From an optimization exercise on the open Yosys and OpenROAD flow, aimed at a short achievable clock period and few clock cycles; shortcuts taken in it are not production practice. No functional check of the RTL was part of any run shown here. No activity file was given, so power comes from the tool's default toggle rates.

<file path="flow/run.sh">
#!/bin/bash
# synth_recipe.tcl (not shown) runs the flow's synth.tcl, then flattens the netlist and writes it again
# the make line also repeats each setting of config.mk as NAME=value (left out here)
make -C /OpenROAD-flow-scripts/flow DESIGN_CONFIG=/design/flow/config.mk WORK_HOME=/design/flow/orfs CLKGATE_MAP_FILE= SYNTH_SCRIPT=/design/flow/synth_recipe.tcl finish
</file>
<file path="flow/config.mk">
export PLATFORM = sky130hd
export DESIGN_NAME = ifu_line_fetch
export DESIGN_NICKNAME = ifu_line_fetch
export VERILOG_FILES = /design/flow/design.v
export SDC_FILE = /design/flow/constraint.sdc
export NUM_CORES = 4
export LEC_CHECK = 0
export CAP_MARGIN = 20
export CORE_MARGIN = 2
export CORE_UTILIZATION = 40
export SLEW_MARGIN = 20
</file>
<file path="flow/constraint.sdc">
create_clock -name core_clock -period 4.0 [get_ports {clock}]
set_input_delay 0.8000 -clock core_clock [delete_from_list [all_inputs] [get_ports {clock}]]
set_output_delay 0.8000 -clock core_clock [all_outputs]
set_load 0.01 [all_outputs]
</file>
<file path="flow/design.v">
package ifu_pkg;
  function automatic integer off_w(input integer line_words);
    off_w = $clog2(line_words);
  endfunction
  function automatic integer idx_w(input integer num_lines);
    idx_w = $clog2(num_lines);
  endfunction
  function automatic integer tag_w(input integer num_lines,
                                   input integer line_words);
    tag_w = 30 - off_w(line_words) - idx_w(num_lines);
  endfunction
endpackage
module icache_dm
#(
  parameter int unsigned  NUM_LINES  = 16,
  parameter int unsigned  LINE_WORDS = 4,
  localparam int unsigned OFF_W      = ifu_pkg::off_w(LINE_WORDS),
  localparam int unsigned IDX_W      = ifu_pkg::idx_w(NUM_LINES),
  localparam int unsigned TAG_W      = ifu_pkg::tag_w(NUM_LINES, LINE_WORDS)
) (
  input  logic             clock,
  input  logic             reset,
  input  logic [29:0]      i_lk_addr,     
  output logic             o_lk_hit,      
  output logic             o_lk_present,  
  output logic [31:0]      o_lk_data,
  input  logic             i_alloc_en,
  input  logic [IDX_W-1:0] i_alloc_index,
  input  logic [TAG_W-1:0] i_alloc_tag,
  input  logic             i_wr_en,
  input  logic [IDX_W-1:0] i_wr_index,
  input  logic [OFF_W-1:0] i_wr_word,
  input  logic [31:0]      i_wr_data,
  input  logic             i_flush_all
);
  localparam int unsigned NW = NUM_LINES * LINE_WORDS;
  logic [NUM_LINES-1:0] r_valid;
  logic [NW-1:0]        r_present;
  logic [TAG_W-1:0]     r_tag  [NUM_LINES];
  logic [31:0]          r_data [NW];
  logic [IDX_W-1:0]     w_lk_index;
  logic [TAG_W-1:0]     w_lk_tag;
  logic [NUM_LINES-1:0] w_tag_eq;
  assign w_lk_index = i_lk_addr[OFF_W+IDX_W-1:OFF_W];
  assign w_lk_tag   = i_lk_addr[29:OFF_W+IDX_W];
  always_comb begin
    for (int i = 0; i < NUM_LINES; i++)
      w_tag_eq[i] = r_valid[i] && (r_tag[i] == w_lk_tag);
  end
  assign o_lk_hit     = w_tag_eq[w_lk_index];
  assign o_lk_present = r_present[i_lk_addr[OFF_W+IDX_W-1:0]];
  assign o_lk_data    = r_data[i_lk_addr[OFF_W+IDX_W-1:0]];
  always_ff @(posedge clock or posedge reset) begin
    if (reset) begin
      r_valid <= '0;
    end else if (i_flush_all) begin
      r_valid <= '0;
    end else if (i_alloc_en) begin
      r_valid[i_alloc_index] <= 1'b1;
    end
  end
  always_ff @(posedge clock or posedge reset) begin
    if (reset) begin
      r_present <= '0;
    end else begin
      for (int i = 0; i < NW; i++) begin
        if (i_alloc_en && (i_alloc_index == IDX_W'(i / LINE_WORDS)))
          r_present[i] <= 1'b0;
        if (i_wr_en && ({i_wr_index, i_wr_word} == (IDX_W+OFF_W)'(i)))
          r_present[i] <= 1'b1;
      end
    end
  end
  always_ff @(posedge clock) begin
    if (i_alloc_en) r_tag[i_alloc_index]            <= i_alloc_tag;
    if (i_wr_en)    r_data[{i_wr_index, i_wr_word}] <= i_wr_data;
  end
endmodule
module ifu_line_fetch
#(
  parameter int unsigned NUM_LINES  = 16,
  parameter int unsigned LINE_WORDS = 4,
  parameter int unsigned CNT_W      = 16
) (
  input  logic             clock,
  input  logic             reset,
  input  logic [31:0]      pc,
  input  logic             reqValid,
  output logic             respValid,
  output logic [31:0]      inst,
  input  logic             flush,
  output logic             busy,
  output logic [31:0]      io_addr,
  output logic             io_reqValid,
  input  logic             io_respValid,
  input  logic [31:0]      io_rdata,
  output logic [CNT_W-1:0] hit_count,
  output logic [CNT_W-1:0] miss_count
);
  localparam int unsigned OFF_W  = ifu_pkg::off_w(LINE_WORDS);
  localparam int unsigned IDX_W  = ifu_pkg::idx_w(NUM_LINES);
  localparam int unsigned TAG_W  = ifu_pkg::tag_w(NUM_LINES, LINE_WORDS);
  localparam int unsigned LINE_W = 30 - OFF_W;
  logic             r_pend;        
  logic             r_miss_wait;   
  logic [29:0]      r_pc;          
  logic             r_resp_valid;
  logic [31:0]      r_inst;
  logic [CNT_W-1:0] r_hit_count, r_miss_count;
  logic              r_ref_active;  
  logic [LINE_W-1:0] r_ref_line;    
  logic [OFF_W-1:0]  r_ref_beat;    
  logic [OFF_W-1:0]  r_ref_cnt;     
  logic              r_alloc;       
  logic        w_new, w_hit, w_present, w_ready, w_fwd, w_rd_done, w_last;
  logic        w_pend_resp, w_new_resp, w_start_wait;
  logic [31:0] w_lk_data;
  logic [29:0] w_addr;
  logic        w_unused;
  assign w_unused = ^pc[1:0];
  assign w_addr   = pc[31:2];
  icache_dm #(
    .NUM_LINES  (NUM_LINES),
    .LINE_WORDS (LINE_WORDS)
  ) u_icache (
    .clock         (clock),
    .reset         (reset),
    .i_lk_addr     (w_addr),
    .o_lk_hit      (w_hit),
    .o_lk_present  (w_present),
    .o_lk_data     (w_lk_data),
    .i_alloc_en    (r_alloc),
    .i_alloc_index (r_ref_line[IDX_W-1:0]),
    .i_alloc_tag   (r_ref_line[LINE_W-1:IDX_W]),
    .i_wr_en       (w_rd_done),
    .i_wr_index    (r_ref_line[IDX_W-1:0]),
    .i_wr_word     (r_ref_beat),
    .i_wr_data     (io_rdata),
    .i_flush_all   (flush)
  );
  assign w_rd_done = r_ref_active && io_respValid;
  assign w_fwd     = w_rd_done && ({r_ref_line, r_ref_beat} == w_addr);
  assign w_last    = w_rd_done && (r_ref_cnt == OFF_W'(LINE_WORDS - 1));
  assign w_new        = reqValid && !r_pend;
  assign w_ready      = w_present || w_fwd;
  assign w_new_resp   = w_new && !flush && w_hit && w_ready;
  assign w_pend_resp  = r_pend && !r_miss_wait && w_fwd;
  assign w_start_wait = r_miss_wait && w_last;
  always_ff @(posedge clock or posedge reset) begin
    if (reset) begin
      r_pend       <= 1'b0;
      r_miss_wait  <= 1'b0;
      r_pc         <= '0;
      r_resp_valid <= 1'b0;
      r_inst       <= '0;
      r_hit_count  <= '0;
      r_miss_count <= '0;
      r_ref_active <= 1'b0;
      r_ref_line   <= '0;
      r_ref_beat   <= '0;
      r_ref_cnt    <= '0;
      r_alloc      <= 1'b0;
    end else begin
      r_resp_valid <= w_new_resp || w_pend_resp;
      r_inst       <= w_fwd ? io_rdata : w_lk_data;
      if (!r_pend) r_pc <= w_addr;
      if (w_new) r_pend <= !w_new_resp;
      else if (w_pend_resp) r_pend <= 1'b0;
      if (w_new && (flush || !w_hit)) begin
        if (r_miss_count != '1) r_miss_count <= r_miss_count + 1'b1;
      end
      if (w_new && !flush && w_hit) begin
        if (r_hit_count != '1) r_hit_count <= r_hit_count + 1'b1;
      end
      r_alloc <= 1'b0;
      if (!r_ref_active) begin
        r_ref_line <= w_addr[29:OFF_W];
        r_ref_beat <= w_addr[OFF_W-1:0];
        r_ref_cnt  <= '0;
        if ((w_new && (flush || !w_hit)) || r_miss_wait) begin
          r_ref_active <= 1'b1;
          r_alloc      <= 1'b1;
        end
      end else begin
        if (w_rd_done) begin
          r_ref_beat <= r_ref_beat + 1'b1;
          r_ref_cnt  <= r_ref_cnt + 1'b1;
        end
        if (w_start_wait) begin
          r_ref_line <= r_pc[29:OFF_W];
          r_ref_beat <= r_pc[OFF_W-1:0];
          r_alloc    <= 1'b1;
        end else if (w_last) begin
          r_ref_active <= 1'b0;
        end
      end
      if (w_new && (flush || !w_hit) && r_ref_active) r_miss_wait <= 1'b1;
      else if (w_start_wait || !r_ref_active) r_miss_wait <= 1'b0;
    end
  end
  assign respValid   = r_resp_valid;
  assign inst        = r_inst;
  assign busy        = r_pend || r_ref_active;
  assign io_reqValid = r_ref_active;
  assign io_addr     = {r_ref_line, r_ref_beat, 2'b00};
  assign hit_count   = r_hit_count;
  assign miss_count  = r_miss_count;
endmodule
</file>
==> results.txt, run 1 <==
* Post-synth top area share at 70.56%
* H-tree depth at 5
* Count leader, synth: edfxtp_1
* Pin count of the biggest net entering global routing at 68
* Fin. max-slew vios at 0
* Number of remaining DRC errors at 0
* Post-synth EDFFs at 2432
* I/O Pins at between 150 and 200
* DIE WIDTH at 512.7 um
* Total global routing track utilization at 21.45%
* Hold WC Path Type: in2reg
* DP Area at 113300 um^2
* Fmax at between 200 and 300 MHz
* Synth cell count leaders: edfxtp_1, mux4_2, xnor2_1
* Clock-pin slew on the worst setup and hold paths at 0.06 ns
* Minimum clock period at roughly 3.6 ns
* Hold Slack at 0.4089 ns
* Layout Nets at around 5.5k
* Worst slew margin at 27.38%
* Via count at 52.15k
* IR drop worst, VDD at between 0.5 and 0.6 mV
* Skew-Pair Late Insertion Delay at approximately 0.93 ns
* Non-filler instance count after layout at 9040
* Final Core Density at 47.38%
* CTS Sinks at around 2.6k
* Startpoint Class: primary input
* Total die area at 262800 um^2
* Post-synthesis instance total at 4865
* Post-CTS setup buffers at 0
* CP required at 4.75 ns
* Die Height at 512.7 um
* Hold-fix buffers at CTS at 0
* Mapped Area at 103500 um^2
* Fin worst setup slack at between 0.4 and 0.5 ns
* Pre-CTS setup slack at -0.4505 ns
* Seq/Total Area, Yosys at 75.66%
* Dpl hpwl at 166200 um
* Initial antenna violation count at 18
* Routability cong. at 0.8296
* Port Buffer Count at 163
* Hold_sp: io_rdata[23]
* Post-DRT Antenna Nets at 0
* Initial DRC Count at 6288
* Root Driver: clkbuf_16
* Avg Inst Size Synth at 21.28 um^2
* Number of fill cells at 21.00k
* First-pass GRT wire length at 400100 um
* Pleak at 0.03929 uW
* Total net switching power at ~16000 uW
* Ratio of cells with drive above 1 in the final layout at around 28%
* DRT Wirelength at 283900 um
* Post-DR wirelength/cell at roughly 31 um
* Clock share of power at 38.2%
* YS warnings at 2
* Number of global-route vias before repair at 52.28k
* Crit-path max FO at 11
* Placed Cells incl. Taps at 8563
* CTS buffer count at ~280
* RSZ-0062 raised after global routing: no
* Vias per cell at 5.769
* Synth Register Bits at between 2k and 3k
* R2R cell count at 10
* Cell accounting for the most synthesized area: edfxtp_1
* Layout area overhead at 17.71%
* Initial Util at 40.25%
* CTS tree: yes
* Area contributors post-synth: edfxtp_1, mux4_2, dfrtp_1, xnor2_1, xor2_1
* Worst Setup End Kind: flip-flop
* CP arrival at 4.33 ns
* Gr ovfl total at 0
* R2R Path End: r_hit_count[15]
* Seq pwr share at 50.5%
* Asr flop ratio synth at 7.983%
* Worst Hold Endpoint: u_icache.r_data[14][23]
* Row count at 186
* Outcome: timing/DRC/antenna clean
* Critical path type: in2reg
* Worst Tran Pin Value at approximately 1.1 ns
* Final hold vios at 0
* Combinational share of power at a little under an eighth
* Final instance area at 121800 um^2
* DR pass1 iterations at 5
* RR Startpoint: u_icache.r_tag[9][18]
* Clk_skew at 0.09550 ns
* Max Cap Viol at 0
* Power Density at 523.2 nW/um^2
* Period utilization at around nine tenths
* Post-synthesis cell type count at 61
* Ys flop type: edfxtp_1
* Core area at 257200 um^2
* Internal Pwr Total at 48100 uW
* Switch share at 24.54%
* Min-Delay Path Depth at 1
* Post-cts sizing count at 0
* R2r setup slk at 0.52 ns
* Final setup vio count at 0
* Clock Path Buffers at 4
## critical path: stages
cell,delay [ns]
clkdlybuf4s50_1,0.51
buf_12,0.18
buf_4,0.25
buf_4,0.17
xor2_1,0.06
nor4_1,0.52
nand3_1,0.16
o41ai_1,0.42
a221o_2,0.27
nand3_2,0.22
or4b_1,0.59
xnor2_1,0.15
## area by class of cell
class / count / area, um^2 / share of cell area [%]
Sequential cell: 2643 / 78310 / 64.27
Multi-Input combinational cell: 1942 / 24490 / 20.10
Clock buffer: 371 / 7630 / 6.262
Inverter: 25 / 106.4 / 0.08729
Clock inverter: 104 / 794.5 / 0.6521
Antenna cell: 2 / 5.005 / 0.004108
Timing Repair Buffer: 569 / 6264 / 5.141
Tap cell: 3384 / 4234 / 3.475
## power groups by stage
| stage | combinational, uW | clock [uW] | sequential (uW) |
|---|---|---|---|
| after floorplan | 2830 | 0 | 32700 |
| after global placement | 7150 | 0 | 32700 |
| after global routing | 7540 | 25800 | 32200 |
| after detailed placement | 7220 | 0 | 32800 |
| final | 7220 | 24400 | 32200 |
| after CTS | 7240 | 24800 | 32200 |
## state kept, by name (all words and copies together) (netlist names)
register	count
r_pc	30
r_miss_wait	1
r_ref_beat	2
u_icache.r_data	2048
r_alloc	1
r_pend	1
r_ref_cnt	2
u_icache.r_present	64
r_hit_count	16
u_icache.r_valid	16
r_miss_count	16
r_resp_valid	1
r_inst	32
r_ref_line	28
r_ref_active	1
u_icache.r_tag	384
## cell families (layout without fill, tap and decap cells)
| family | Yosys count | after routing | synth area share [%] |
|---|---|---|---|
| buffers and inverters | 281 | 1069 | 1.174 |
| flip-flops | 2643 | 2643 | 75.66 |
| adder cells (fa/ha/maj) | 12 | 12 | 0.1451 |
| multiplexers | 729 | 729 | 15.45 |
| AND/OR/NAND/NOR | 613 | 613 | 2.906 |
| AO/OA/AOI/OAI | 139 | 139 | 0.8619 |
| other | 1 | 4 | 0.003623 |
| XOR/XNOR | 447 | 447 | 3.797 |
## placed cells by master (no fill, tap or decap), drive strengths merged, types with 54 or more instances in the layout
cell type	netlist	layout
edfxtp	2432	2432
mux4	692	692
buf	113	442
clkbuf	143	371
xnor2	246	246
nand2	225	225
dfrtp	211	211
xor2	201	201
clkdlybuf4s50	0	127
nor2	97	97
clkinv	0	85
o21ai	70	70
nand4	69	69
nor4	56	56
nand3	54	54
## metrics by stage
| stage | power, uW | setup TNS, ns |
|---|---|---|
| global route | 65560 | 0 |
| detailed placement | 39980 | -11.97 |
| CTS | 64210 | 0 |
| finish | 63740 | 0 |
| floorplan | 35570 | 0 |
| global placement | 39870 | -11.85 |
## routing by layer
metal / vias up / routed length, um / global-route usage (%)
met5: - / 34 / 0
met4: 6 / 7425 / 5.516
met3: 446 / 19930 / 3.366
met2: 2218 / 140500 / 35.44
met1: 28432 / 116000 / 29.79
li1: 21047 / - / -
## how the worst max path moves through the flow
stage / to / slack, ns / from
floorplan: u_icache.r_data[48][0] / 0.21 / io_respValid
global placement: r_hit_count[5] / -0.48 / pc[26]
detailed placement: r_hit_count[15] / -0.45 / pc[26]
CTS: r_hit_count[15] / 0.49 / pc[26]
global route: r_hit_count[10] / 0.37 / pc[29]
finish: r_hit_count[15] / 0.43 / pc[21]
==> run 2: changes to the inputs <==
--- a/flow/config.mk
+++ b/flow/config.mk
@@ -5,7 +5,9 @@
 export SDC_FILE = /design/flow/constraint.sdc
 export NUM_CORES = 4
 export LEC_CHECK = 0
+export ABC_CLOCK_PERIOD_IN_PS = 2500
 export CAP_MARGIN = 20
 export CORE_MARGIN = 2
 export CORE_UTILIZATION = 40
+export SETUP_SLACK_MARGIN = 1.5
 export SLEW_MARGIN = 20
==> run 2 against run 1 <==
Against the previous run: flip-flop and latch count stayed put; register-to-register slack better by 0.49 ns; worst setup slack better by 0.52 ns; global-route usage is 1.2 points higher; synthesized area stayed put; critical path depth is 3 higher; sequential share of layout area is 1.6 points lower; final cell count is 1.7% higher; count of clock-buffer cells in the layout is 13 higher; critical path type unchanged; maximum frequency is 17% higher; still clean; clock skew is 0.013 ns lower; combinational power is about 20% higher; critical endpoint is now r_hit_count[9].
==> results.txt, run 2 <==
* Final Core Density at 48.58% (was 47.38%)
* Seq pwr share at 49.0% (was 50.5%)
* Clock-pin slew on the worst setup and hold paths at 0.06 ns (about the same)
* First-pass GRT wire length at 417700 um (was 400100 um)
* Layout area overhead at 20.69% (was 17.71%)
* Startpoint Class: primary input (unchanged)
* CTS tree: yes (unchanged)
* Count leader, synth: edfxtp_1 (unchanged)
* CP required at 4.74 ns (was 4.75 ns)
* Post-synthesis mux area share at 15.45% (unchanged)
* Pre-CTS setup slack at -0.2279 ns (was -0.4505 ns)
* Seq/Total Area, Yosys at 75.66% (unchanged)
* RSZ-0062 raised after global routing: yes (was no)
* Combinational share of power at 13.2% (was 11.3%)
* DP Area at 113100 um^2 (was 113300 um^2)
* Post-synthesis compound-gate area fraction at 0.8619% (unchanged)
* Fin. max-slew vios at 0 (unchanged)
* Avg Inst Size Synth at 21.28 um^2 (unchanged)
* DR pass1 iterations at 6 (was 5)
* Number of remaining DRC errors at 0 (unchanged)
* Clk_skew at 0.08263 ns (was 0.09550 ns)
* Initial antenna violation count at 33 (was 18)
* Max reg flops at 2048 (unchanged)
* Cell accounting for the most synthesized area: edfxtp_1 (unchanged)
* Gr ovfl total at 0 (unchanged)
* Simple-Gate Fraction of Synth Area at 2.906% (unchanged)
* Post-DRT Antenna Nets at 0 (unchanged)
* Final setup vio count at 0 (unchanged)
* Most frequent cells in the layout: edfxtp_1, mux4_2, buf_4, clkbuf_16, xnor2_1 (unchanged)
* Root Driver: clkbuf_16 (unchanged)
* Via count at 53.61k (was 52.15k)
* DIE WIDTH at 512.7 um (unchanged)
* Worst slew margin at 24.99% (was 27.38%)
* Final instance area at 124900 um^2 (was 121800 um^2)
* Power Density at 521.9 nW/um^2 (was 523.2 nW/um^2)
* CTS Sinks at 2643 (unchanged)
* Total net switching power at 16140 uW (was 15640 uW)
* Number of fill cells at 20.75k (was 21.00k)
* Switch share at 24.76% (was 24.54%)
* Total global routing track utilization at 22.64% (was 21.45%)
* Internal Pwr Total at 49060 uW (was 48100 uW)
* Port Buffer Count at 163 (unchanged)
* Total die area at 262800 um^2 (unchanged)
* Largest family of logic cells by synthesized area: multiplexers (unchanged)
* Synth cell count leaders: edfxtp_1, mux4_2, xnor2_1 (unchanged)
* Final hold vios at 0 (unchanged)
* Routability cong. at 0.8270 (was 0.8296)
* Post-DR wirelength/cell at 32.62 um (was 31.41 um)
* Post-synth EDFFs at 2432 (unchanged)
* Number of global-route vias before repair at 53.36k (was 52.28k)
* R2r setup slk at 1.01 ns (was 0.52 ns)
* Layout Nets at 5689 (was 5546)
* H-tree depth at 5 (unchanged)
* Initial Util at 40.25% (unchanged)
* Area contributors post-synth: edfxtp_1, mux4_2, dfrtp_1, xnor2_1, xor2_1 (unchanged)
* Vias per cell at 5.830 (was 5.769)
* Skew-Pair Late Insertion Delay at 0.92 ns (was 0.93 ns)
* CP arrival at 3.79 ns (was 4.33 ns)
* Post-synthesis cell type count at 61 (unchanged)
* Minimum clock period at 3.049 ns (was 3.573 ns)
* Clock share of power at 37.8% (was 38.2%)
* Ys flop type: edfxtp_1 (unchanged)
* Synth Register Bits at 2643 (unchanged)
* Hold WC Path Type: in2async (was in2reg)
* Ratio of cells with drive above 1 in the final layout at 34.12% (was 28.21%)
* Max Cap Viol at 0 (unchanged)
* Pleak at 0.04103 uW (was 0.03929 uW)
* Dpl hpwl at 168600 um (was 166200 um)
* Mapped Area at 103500 um^2 (unchanged)
* Critical path type: in2reg (unchanged)
* Post-synth top area share at 70.56% (unchanged)
* Placed Cells incl. Taps at 8559 (was 8563)
* IR drop worst, VDD at 0.4403 mV (was 0.5006 mV)
* YS warnings at 2 (unchanged)
* Crit-path max FO at 8 (was 11)
* Adder-Cell Fraction of Synth Area at 0.1451% (unchanged)
* I/O Pins at 168 (unchanged)
* Core area at 257200 um^2 (unchanged)
* Synth Area in XOR/XNOR at 3.797% (unchanged)
* Largest regs: u_icache.r_data (2048), u_icache.r_tag (384), u_icache.r_present (64) (unchanged)
* Non-filler instance count after layout at 9194 (was 9040)
* Period utilization at 76.23% (was 89.33%)
* Worst Tran Pin Value at 1.125 ns (was 1.088 ns)
* Fmax at 328.0 MHz (was 279.9 MHz)
* Outcome: timing/DRC/antenna clean (unchanged)
* DRT Wirelength at 299900 um (was 283900 um)
* Asr flop ratio synth at 7.983% (unchanged)
* Final Power at 65200 uW (was 63740 uW)
* Fin worst setup slack at 0.9509 ns (was 0.4270 ns)
* Worst Setup End Kind: flip-flop (unchanged)
* Seq. cell area at 78350 um^2 (was 78310 um^2)
* Most common cell after layout, fill and taps aside: edfxtp_1 (unchanged)
* Top reg by flops: u_icache.r_data (unchanged)
* Pin count of the biggest net entering global routing at 75 (was 68)
* Area of the multi-input gates at 25500 um^2 (was 24490 um^2)
* Row count at 186 (unchanged)
* Clock Path Buffers at 4 (unchanged)
* Initial DRC Count at 6375 (was 6288)
* Die Height at 512.7 um (unchanged)
* Post-synthesis instance total at 4865 (unchanged)
* CTS buffer count at 280 (was 284)
run 2: cell counts after synthesis:
Identical to the previous run, type by type.
run 2: cell type report:
cell class,instances,area share (%)
flip-flops and latches,2643,62.72
multi-input cells,1943,20.42
repair buffers,715,6.563
clock buffers,384,6.178
well taps,3384,3.389
clock inverters,90,0.6220
inverters,25,0.09214
diodes,10,0.02003
run 2: worst max-delay path, stage by stage:
cell	delay (ns)
dlygate4sd2_1	0.26
buf_6	0.14
buf_12	0.14
xnor2_1	0.20
nand4_1	0.13
nor4_2	0.44
a221oi_4	0.11
buf_4	0.17
a22oi_2	0.17
a221o_2	0.22
buf_12	0.13
nand3_4	0.12
buf_6	0.16
or4_4	0.43
xnor2_2	0.15
run 2: repair_timing:
action	CTS	global route
buffers inserted	116	13
hold buffers	0	0
pin swaps	94	64
endpoints found under the hold margin	0	0
gates resized for setup	592	97
gates cloned	21	0
endpoints found under the setup margin	2122	559
run 2: stage by stage:
step           hold WS [ns]  setup TNS, ns
2_1_floorplan        0.4446              0
6_report             0.2226              0
3_3_place_gp         0.4559         -3.392
3_5_place_dp         0.4669         -3.477
5_1_grt              0.2179              0
4_1_cts              0.4528              0
run 2: final timing paths:
path	start	endpoint	cells past startpoint
setup / recovery	pc[27]	r_hit_count[9]	15
hold / removal	reset	r_ref_line[23]	2
setup reg to reg	u_icache.r_tag[5][19]	r_hit_count[9]	12
hold reg to reg	u_icache.r_present[56]	u_icache.r_present[56]	2
max in group asynchronous	reset	r_ref_line[1]	4
min in group core_clock	io_rdata[24]	u_icache.r_data[56][24]	1
run 2: layer usage:
layer  vias to the layer above  share of wire [%]  wire length, um  GRT usage, %
met5                         -              0.016               48             0
met4                         8                3.4            10140         7.544
met3                       480                8.0            23910         4.582
met2                      2289                 49           145600         36.42
met1                     29414                 40           120200         30.93
li1                      21414                  -                -             -
run 2: power by group through the flow:
stage | clock network, uW | registers [uW] | logic (uW)
after floorplan | 0 | 32700 | 2970
after global placement | 0 | 32500 | 7180
after detailed placement | 0 | 32500 | 7260
after CTS | 25000 | 32000 | 8400
after global routing | 26100 | 32000 | 8960
final | 24600 | 32000 | 8630
run 2: logic make-up after synthesis:
logic type | after synthesis
compound gates | 139
xor+xnor | 447
fa+ha+maj | 12
buf+inv | 281
flops | 2643
mux | 729
other cells | 1
simple gates | 613
==> run 3: changes to the inputs <==
--- a/flow/config.mk
+++ b/flow/config.mk
@@ -5,9 +5,9 @@
 export SDC_FILE = /design/flow/constraint.sdc
 export NUM_CORES = 4
 export LEC_CHECK = 0
-export ABC_CLOCK_PERIOD_IN_PS = 2500
+export ABC_CLOCK_PERIOD_IN_PS = 1800
 export CAP_MARGIN = 20
 export CORE_MARGIN = 2
 export CORE_UTILIZATION = 40
-export SETUP_SLACK_MARGIN = 1.5
+export SETUP_SLACK_MARGIN = 2.2
 export SLEW_MARGIN = 20
==> run 3 against run 2 <==
Against the previous run: design area rose by 12%; die area did not move; largest cell class unchanged; synthesized area did not move; worst setup slack got worse by 0.086 ns; first-iteration DRC count rose by 42%; sequential share of layout area fell by 6.9 points; critical endpoint is now r_hit_count[3]; sequential power barely moved; global-route usage rose by 5.1 points; routed wire length rose by 27%.
==> results.txt, run 3 <==
* CTS tree: yes (unchanged)
* Layout area overhead at 35.63% (was 20.69%)
* Final hold vios at 0 (unchanged)
* IR drop worst, VDD at 0.5108 mV (was 0.4403 mV)
* Worst Setup End Kind: flip-flop (unchanged)
* Number of remaining DRC errors at 0 (unchanged)
* Die Height at 512.7 um (unchanged)
* Core area at 257200 um^2 (unchanged)
* RR Startpoint: u_icache.r_tag[10][8] (was u_icache.r_tag[5][19])
* DR pass1 iterations at 6 (unchanged)
* Routability cong. at 0.8223 (was 0.8270)
* Critical Path End: r_hit_count[3] (was r_hit_count[9])
* Non-filler instance count after layout at 9948 (was 9194)
* CTS Sinks at 2643 (unchanged)
* R2r setup slk at 0.90 ns (was 1.01 ns)
* YS warnings at 2 (unchanged)
* Internal Pwr Total at 51220 uW (was 49060 uW)
* Post-synthesis instance total at 4865 (unchanged)
* CTS buffer count at 284 (was 280)
* Max Cap Viol at 0 (unchanged)
* Gr ovfl total at 0 (unchanged)
* Worst Tran Pin Value at 1.093 ns (was 1.125 ns)
* Top reg by flops: u_icache.r_data (unchanged)
* Seq/Total Area, Yosys at 75.66% (unchanged)
* CP required at 4.75 ns (was 4.74 ns)
* Dpl hpwl at 167500 um (was 168600 um)
* Clock-pin slew on the worst setup and hold paths at 0.07 ns (was 0.06 ns)
* Via count at 60.71k (was 53.61k)
* Number of global-route vias before repair at 58.23k (was 53.36k)
* Fmax at 319.0 MHz (was 328.0 MHz)
* Final Power at 69630 uW (was 65200 uW)
* First-pass GRT wire length at 497200 um (was 417700 um)
* DIE WIDTH at 512.7 um (unchanged)
* Post-DR wirelength/cell at 38.31 um (was 32.62 um)
* Count leader, synth: edfxtp_1 (unchanged)
* Post-synth EDFFs at 2432 (unchanged)
* Hold WC Path Type: in2reg (was in2async)
* Total die area at 262800 um^2 (unchanged)
* Initial Util at 40.25% (unchanged)
* Combinational share of power at 18.3% (was 13.2%)
* Final setup vio count at 0 (unchanged)
* Minimum clock period at 3.135 ns (was 3.049 ns)
* Startpoint Class: primary input (unchanged)
* Switch share at 26.43% (was 24.76%)
* I/O Pins at 168 (unchanged)
* Port Buffer Count at 163 (unchanged)
* Total global routing track utilization at 27.72% (was 22.64%)
* Critical path type: in2reg (unchanged)
* R2R cell count at 11 (was 12)
* RSZ-0062 raised after global routing: yes (unchanged)
* Initial antenna violation count at 37 (was 33)
* Asr flop ratio synth at 7.983% (unchanged)
* CP arrival at 3.89 ns (was 3.79 ns)
* Synth Register Bits at 2643 (unchanged)
* Clk_skew at 0.09622 ns (was 0.08263 ns)
* Pin count of the biggest net entering global routing at 83 (was 75)
* Post-synth top area share at 70.56% (unchanged)
* Row count at 186 (unchanged)
* Placed Cells incl. Taps at 8545 (was 8559)
* Area contributors post-synth: edfxtp_1, mux4_2, dfrtp_1, xnor2_1, xor2_1 (unchanged)
* R2R Path End: r_hit_count[3] (was r_hit_count[9])
* Pleak at 0.04746 uW (was 0.04103 uW)
* H-tree depth at 5 (unchanged)
* Layout Nets at 6440 (was 5689)
* Seq pwr share at 46.0% (was 49.0%)
* Total net switching power at 18400 uW (was 16140 uW)
* Outcome: timing/DRC/antenna clean (unchanged)
* Worst slew margin at 27.11% (was 24.99%)
* Power Density at 496.0 nW/um^2 (was 521.9 nW/um^2)
* Mapped Area at 103500 um^2 (unchanged)
* Root Driver: clkbuf_16 (unchanged)
* Crit-path max FO at 5 (was 8)
* Clock Path Buffers at 4 (unchanged)
* Synth cell count leaders: edfxtp_1, mux4_2, xnor2_1 (unchanged)
* Initial DRC Count at 9072 (was 6375)
* Period utilization at 78.38% (was 76.23%)
* Vias per cell at 6.103 (was 5.830)
* Post-synthesis cell type count at 61 (unchanged)
* Fin. max-slew vios at 0 (unchanged)
* Ys flop type: edfxtp_1 (unchanged)
* Max reg flops at 2048 (unchanged)
* Avg Inst Size Synth at 21.28 um^2 (unchanged)
* Ratio of cells with drive above 1 in the final layout at 44.42% (was 34.12%)
* Hold-fix buffers at CTS at 0 (unchanged)
* Cell accounting for the most synthesized area: edfxtp_1 (unchanged)
* Clock share of power at 35.6% (was 37.8%)
* Most frequent cells in the layout: edfxtp_1, mux4_2, buf_4, buf_12, clkbuf_16 (was edfxtp_1, mux4_2, buf_4, clkbuf_16, xnor2_1)
* Skew-Pair Late Insertion Delay at 0.96 ns (was 0.92 ns)
* Post-DRT Antenna Nets at 0 (unchanged)
* Worst setup startpoint: pc[21] (was pc[27])
* DRT Wirelength at 381100 um (was 299900 um)
* Most common cell after layout, fill and taps aside: edfxtp_1 (unchanged)
* Largest regs: u_icache.r_data (2048), u_icache.r_tag (384), u_icache.r_present (64) (unchanged)
-- run 3: cell counts after synthesis --
No cell type changed its count.
-- run 3: final cells by class --
type	count	area, um^2
Fill cell	18659	116800
Sequential cell	2643	78360
Multi-Input combinational cell	1943	26230
Timing Repair Buffer	1462	22810
Clock buffer	373	7690
Tap cell	3384	4234
Clock inverter	101	750.7
Inverter	25	265.3
Antenna cell	17	42.54
-- run 3: worst max-delay path: stages --
cell and delay (ns):
clkdlybuf4s50_1 0.48, buf_6 0.15, buf_6 0.15, xnor2_1 0.12, nand4_1 0.14, or4_4 0.56, o22ai_2 0.14, o22ai_1 0.12
a21oi_2 0.14, buf_6 0.14, nand3_4 0.11, buf_12 0.15, or4b_4 0.52, xnor2_2 0.14
-- run 3: cells by family after synthesis --
family,after synthesis,share of synthesized area [%]
buf+inv,281,1.174
simple gates,613,2.906
xor+xnor,447,3.797
compound gates,139,0.8619
fa+ha+maj,12,0.1451
flops,2643,75.66
other cells,1,0.003623
mux,729,15.45
-- run 3: per-layer routing --
| metal | GRT usage, % | share of wire, % | up-vias |
|---|---|---|---|
| li1 | - | - | 23044 |
| met1 | 34.08 | 34 | 32219 |
| met3 | 5.754 | 10 | 1115 |
| met2 | 45.10 | 48 | 4328 |
| met4 | 17.01 | 8.3 | 6 |
| met5 | 0 | 0.010 | - |
-- run 3: what timing repair did --
action,in CTS,in global routing
pin swaps,134,149
cloned,220,42
setup endpoints to repair,2707,2706
setup buffers,519,131
resized for setup,1591,373
-- run 3: metrics by stage --
| step | setup slack [ns] | TNS, ns | instance area [um^2] | util, % | hold WS (ns) |
|---|---|---|---|---|---|
| 2_1_floorplan | 0.4578 | 0 | 103900 | - | 0.4446 |
| 3_3_place_gp | -0.5613 | -17.94 | 113100 | 43.99 | 0.4560 |
| 3_5_place_dp | -0.5493 | -17.38 | 113100 | 43.99 | 0.4687 |
| 4_1_cts | 0.9119 | 0 | 136700 | 53.14 | 0.3297 |
| 5_1_grt | 0.8292 | 0 | 140400 | 54.58 | 0.3860 |
| 6_report | 0.8650 | 0 | 140400 | 54.59 | 0.3713 |
-- run 3: power by group through the flow --
stage	logic [uW]	registers, uW	clock network, uW
after global routing	12900	32100	26100
final	12800	32000	24800
after floorplan	2970	32700	0
after CTS	11100	32000	24900
after detailed placement	7370	32600	0
after global placement	7280	32500	0
-- run 3: worst min path at each step --
stage | startpoint | end | cells after the start
3_5_place_dp | u_icache.r_present[28] | u_icache.r_present[28] | 2
6_report | io_rdata[28] | r_inst[28] | 3
4_1_cts | io_rdata[7] | r_inst[7] | 3
5_1_grt | io_rdata[10] | r_inst[10] | 3
2_1_floorplan | u_icache.r_present[10] | u_icache.r_present[10] | 2
3_3_place_gp | u_icache.r_present[54] | u_icache.r_present[54] | 2

## separate check: timing with driven ports
Ports are ideal in the flow. The routed layouts listed here were re-timed in OpenROAD. Step 1, drivers: a clkbuf_16 drives clock and a buf_2 each remaining input, both assumed. Step 2 also shifts input and output timing later by t, the mid clock arrival at the registers, as if the neighbouring blocks saw the same clock. Slacks: ideal ports / drivers / drivers and shift; pairs: ideal ports / drivers.
run	t, ns	setup WS [ns]	clock arrival spread, ns	worst slew at a driven data input, ns	cell pins on the clock port's net
run 1	0.983	0.427 / 0.495 / -0.488	0.102 / 0.103	0.16	1
run 2	0.990	0.951 / 1.008 / 0.036	0.102 / 0.101	0.31	1
run 3	1.006	0.865 / 0.900 / -0.078	0.096 / 0.096	0.26	1
With both steps, setup timing fails in run 1 and run 3, where it was met with ideal ports. For run 3, which loses most, drivers alone change the setup slack by +0.035 ns; drivers and shift together by -0.943 ns.
